What follows belongs to an exercise in optimizing a design on an open flow for a short achievable clock period and few clock cycles; a production flow would make more cautious choices.
In this exercise RTL edits were held to simulation tests only and were not proved equivalent to the original.
Power is estimated from default activity; no workload was simulated.

==> build 70 <==
Design cybercobra_mc, start of the top module:
module cybercobra_mc #(
    parameter logic [31:0] RESET_PC = 32'h0000_0000,
    parameter int          SW_W     = 16
) (
    input  logic            clk_i,
    input  logic            rst_i,
    output logic            imem_req_o,
    output logic [31:0]     imem_addr_o,
    input  logic            imem_valid_i,
    input  logic [31:0]     imem_rdata_i,
    input  logic [SW_W-1:0] sw_i,
    input  logic            sw_valid_i,
    output logic            sw_ack_o,
    output logic [31:0]     out_o,
    output logic            halted_o
    ,
    output logic [31:0]     instret_o
);
export LEC_CHECK = 0
export CAP_MARGIN = 20
export CORE_MARGIN = 2
export CORE_UTILIZATION = 40
export SETUP_SLACK_MARGIN = 5
export SLEW_MARGIN = 20
create_clock -name core_clock -period 10.0 [get_ports {clk_i}]
standard.sh (not shown) runs the stock make flow with config.mk's settings and CLKGATE_MAP_FILE= SYNTH_SCRIPT=/design/flow/synth_recipe.tcl, a recipe that flattens the netlist after the stock synthesis.
==> flow/flow/run.sh <==
#!/bin/bash
set -euo pipefail
bash standard.sh SETUP_SLACK_MARGIN=5.8 'BUFFER_PORTS_ARGS=-buffer_cell sky130_fd_sc_hd__buf_6' finish > standard_flow.log 2>&1
==> build 61: changes against build 70 <==
--- a/flow/design.v
+++ b/flow/design.v
@@ -86,14 +86,16 @@
     logic [31:0] rf [1:31];
     logic        xv_q;                  
     logic        x_j_q;                 
     logic        x_beq_q, x_bne_q, x_blt_q, x_bge_q;   
     logic        x_pred_q;              
     logic        x_b_q;                 
     logic [5:0]  x_bix_q;               
+    logic [5:0]  x_hist_q;              
+    logic        x_hv_q;                
     logic        x_sgn_q;               
     logic        x_halt_q;              
     logic        x_sw_q;                
     logic        x_wen_q;               
     logic [4:0]  x_wa_q;
     logic        x_ws_sw_q;             
     logic [31:0] x_imm_q;               
@@ -174,21 +176,28 @@
     assign fwd2 = x_wen_q && (x_wa_q == f_ra2);
     assign wbf1 = wb_en_q && (wb_wa_q == f_ra1);
     assign wbf2 = wb_en_q && (wb_wa_q == f_ra2);
     assign rd1  = fwd1 ? wr_data : (wbf1 ? wb_data_q : rf1);
     assign rd2  = fwd2 ? wr_data : (wbf2 ? wb_data_q : rf2);
     logic f_sgn;
     assign f_sgn = (f_op == ALU_SLTS) || (f_op == ALU_LTS) || (f_op == ALU_GES);
+    logic [5:0]  bh [64];
+    logic [63:0] bh_v;
     logic [1:0]  bp_ctr [64];
     logic [63:0] bp_v;
-    logic [5:0]  f_bix;
-    logic        bp_hit, bp_taken;
+    logic [5:0]  f_bix, f_hist;
+    logic        f_hv, bp_hit, bp_taken;
+    logic [5:0]  bhs_q, bhh_q;          
+    logic        bhvs_q, bhvh_q;        
+    logic        nseq_q, nhold_q;       
     assign f_bix    = flo_q[5:0];
-    assign bp_hit   = bp_v[f_bix];
-    assign bp_taken = bp_ctr[f_bix][1];
+    assign f_hist   = nseq_q ? bhs_q : bhh_q;
+    assign f_hv     = (nseq_q & bhvs_q) | (nhold_q & bhvh_q);
+    assign bp_hit   = f_hv & bp_v[f_hist];
+    assign bp_taken = bp_ctr[f_hist][1];
     logic f_pred;
     assign f_pred = f_j | (f_b & (bp_hit ? bp_taken : f_offs[7]));
     logic [21:0] na_hp, na_hm;
     logic [8:0]  seq_lo, tgt_lo;
     logic [2:0]  seq_sel, tgt_sel;
     assign na_hp   = na_hi + 22'd1;
     assign na_hm   = na_hi - 22'd1;
@@ -205,14 +214,17 @@
             x_beq_q  <= 1'b0;
             x_bne_q  <= 1'b0;
             x_blt_q  <= 1'b0;
             x_bge_q  <= 1'b0;
             x_pred_q <= 1'b0;
             x_b_q    <= 1'b0;
             bp_v     <= 64'd0;
+            bh_v     <= 64'd0;
+            nseq_q   <= 1'b0;
+            nhold_q  <= 1'b0;
             x_halt_q <= 1'b0;
             x_sw_q   <= 1'b0;
             x_wen_q  <= 1'b0;
             fhi_q    <= RESET_PC[31:10];
             fsel_q   <= 3'b001;
             flo_q    <= RESET_PC[9:2];
             halted_q <= 1'b0;
@@ -235,15 +247,20 @@
                 x_bge_q  <= accept & f_b & ((f_op == ALU_GES) || (f_op == ALU_GEU));
                 x_pred_q <= accept & f_pred;
                 x_b_q    <= accept & f_b;
                 x_halt_q <= accept & f_j & (f_offs == 8'd0);
                 x_sw_q   <= accept & f_w & (f_ws == 2'b10);
                 x_wen_q  <= accept & f_w & (f_wa != 5'd0);
             end
-            if (xv_q && x_b_q) bp_v[x_bix_q] <= 1'b1;
+            if (xv_q && x_b_q) begin
+                bh_v[x_bix_q] <= 1'b1;
+                if (x_hv_q) bp_v[x_hist_q] <= 1'b1;
+            end
+            nseq_q  <= ~redirect & accept & ~f_pred;
+            nhold_q <= ~redirect & ~accept;
             if (redirect) begin
                 fhi_q  <= x_hb_q;
                 fsel_q <= taken ? x_tsel_q : x_ssel_q;
                 flo_q  <= taken ? x_tlo_q : x_slo_q;
             end else if (accept) begin
                 fhi_q  <= na_hi;
                 fsel_q <= f_pred ? tgt_sel : seq_sel;
@@ -263,24 +280,32 @@
             x_sra_q    <= (f_ws == 2'b01) && (f_op == ALU_SRA);
             x_slt_q    <= (f_ws == 2'b01) && ((f_op == ALU_SLTS) || (f_op == ALU_SLTU));
             x_xor_q    <= (f_ws == 2'b01) && (f_op == ALU_XOR);
             x_or_q     <= (f_ws == 2'b01) && (f_op == ALU_OR);
             x_and_q    <= (f_ws == 2'b01) && (f_op == ALU_AND);
             x_sgn_q    <= f_sgn;
             x_bix_q    <= f_bix;
+            x_hist_q   <= f_hist;
+            x_hv_q     <= f_hv;
             x_hb_q     <= na_hi;
             x_hbp_q    <= na_hp;
             x_hbm_q    <= na_hm;
             x_ssel_q   <= seq_sel;
             x_slo_q    <= seq_lo[7:0];
             x_tsel_q   <= tgt_sel;
             x_tlo_q    <= tgt_lo[7:0];
         end
     end
     always_ff @(posedge clk_i) begin
+        bhs_q  <= bh[seq_lo[5:0]];
+        bhvs_q <= bh_v[seq_lo[5:0]];
+        bhh_q  <= bh[flo_q[5:0]];
+        bhvh_q <= bh_v[flo_q[5:0]];
+    end
+    always_ff @(posedge clk_i) begin
         opa_q      <= rd1;
         opb_q      <= rd2;
         stalled_q  <= x_stall;
         if (!stalled_q) opa_hold_q <= opa_q;
     end
     always_ff @(posedge clk_i) begin
         if (rst_i) begin
@@ -292,17 +317,20 @@
         end else if (accept) begin
             fhp_q <= na_hp;
             fhm_q <= na_hm;
         end
     end
     always_ff @(posedge clk_i) begin
         if (xv_q && x_b_q) begin
-            if (!bp_v[x_bix_q])                        bp_ctr[x_bix_q] <= taken ? 2'd2 : 2'd1;
-            else if (taken && bp_ctr[x_bix_q] != 2'd3)  bp_ctr[x_bix_q] <= bp_ctr[x_bix_q] + 2'd1;
-            else if (!taken && bp_ctr[x_bix_q] != 2'd0) bp_ctr[x_bix_q] <= bp_ctr[x_bix_q] - 2'd1;
+            bh[x_bix_q] <= bh_v[x_bix_q] ? {bh[x_bix_q][4:0], taken} : {5'd0, taken};
+            if (x_hv_q) begin
+                if (!bp_v[x_hist_q])                         bp_ctr[x_hist_q] <= taken ? 2'd2 : 2'd1;
+                else if (taken && bp_ctr[x_hist_q] != 2'd3)  bp_ctr[x_hist_q] <= bp_ctr[x_hist_q] + 2'd1;
+                else if (!taken && bp_ctr[x_hist_q] != 2'd0) bp_ctr[x_hist_q] <= bp_ctr[x_hist_q] - 2'd1;
+            end
         end
     end
     always_ff @(posedge clk_i) begin
         wb_wa_q   <= x_wa_q;
         wb_data_q <= wr_data;
     end
     always_ff @(posedge clk_i) begin
==> run summary <==
quantity                                                            build 70        build 61
Mux cell area share after synthesis                                   0.0599           0.132
Static leakage                                                     0.0306 uW       0.0386 uW
Maximum number of pins on one net before global-route repair              97             113
Clock network contribution to total cell area                         0.0622          0.0581
PD cells                                                         207 mW/mm^2     220 mW/mm^2
Post_cts resized                                                         142             164
Non-Clock Buffer Area Fraction                                        0.0508          0.0401
Destination of the worst hold path                            opa_hold_q[26]        fhi_q[0]
Pre-CTS setup slack                                                  4.28 ns         4.13 ns
Core footprint                                                   0.190 sq mm     0.252 sq mm
DRC marker count from the first detailed-route iteration               14.3k           16.9k
Sequential area share after synthesis                                  0.588           0.574
Result of the run                                             finished clean  finished clean
Total met2 wirelength after detailed routing                       142000 um       182000 um
Testbench counts of build 70, summed over its fixed seeds: cycles 82,645.
Testbench counts of build 61, summed over its fixed seeds: cycles 82,215.

-- what the ideal ports hide --
No port has a modelled driver above. Below, the same layouts with a new extraction and two added sets of constraints. Step 1, drivers: a clkbuf_16 drives clk_i and a buf_2 each remaining input, both assumed. Step 2 times the ports against the registers' clock, not the clock port: input delays grow and output delays shrink by t, the midpoint of the rising clock arrivals with the driver on. a / b / c = ideal ports / drivers / drivers and shift; a / b = the first two.
run	shift t [ns]	setup slack, ns	worst register clock-pin slew, ns
build 70	0.914	5.630 / 5.546 / 4.631	0.07 / 0.07
build 61	0.980	5.563 / 5.469 / 4.488	0.07 / 0.07
After both steps setup and hold are still met in every run listed. For build 61, which loses most, drivers alone change the setup slack by -0.094 ns; drivers and shift together by -1.075 ns.
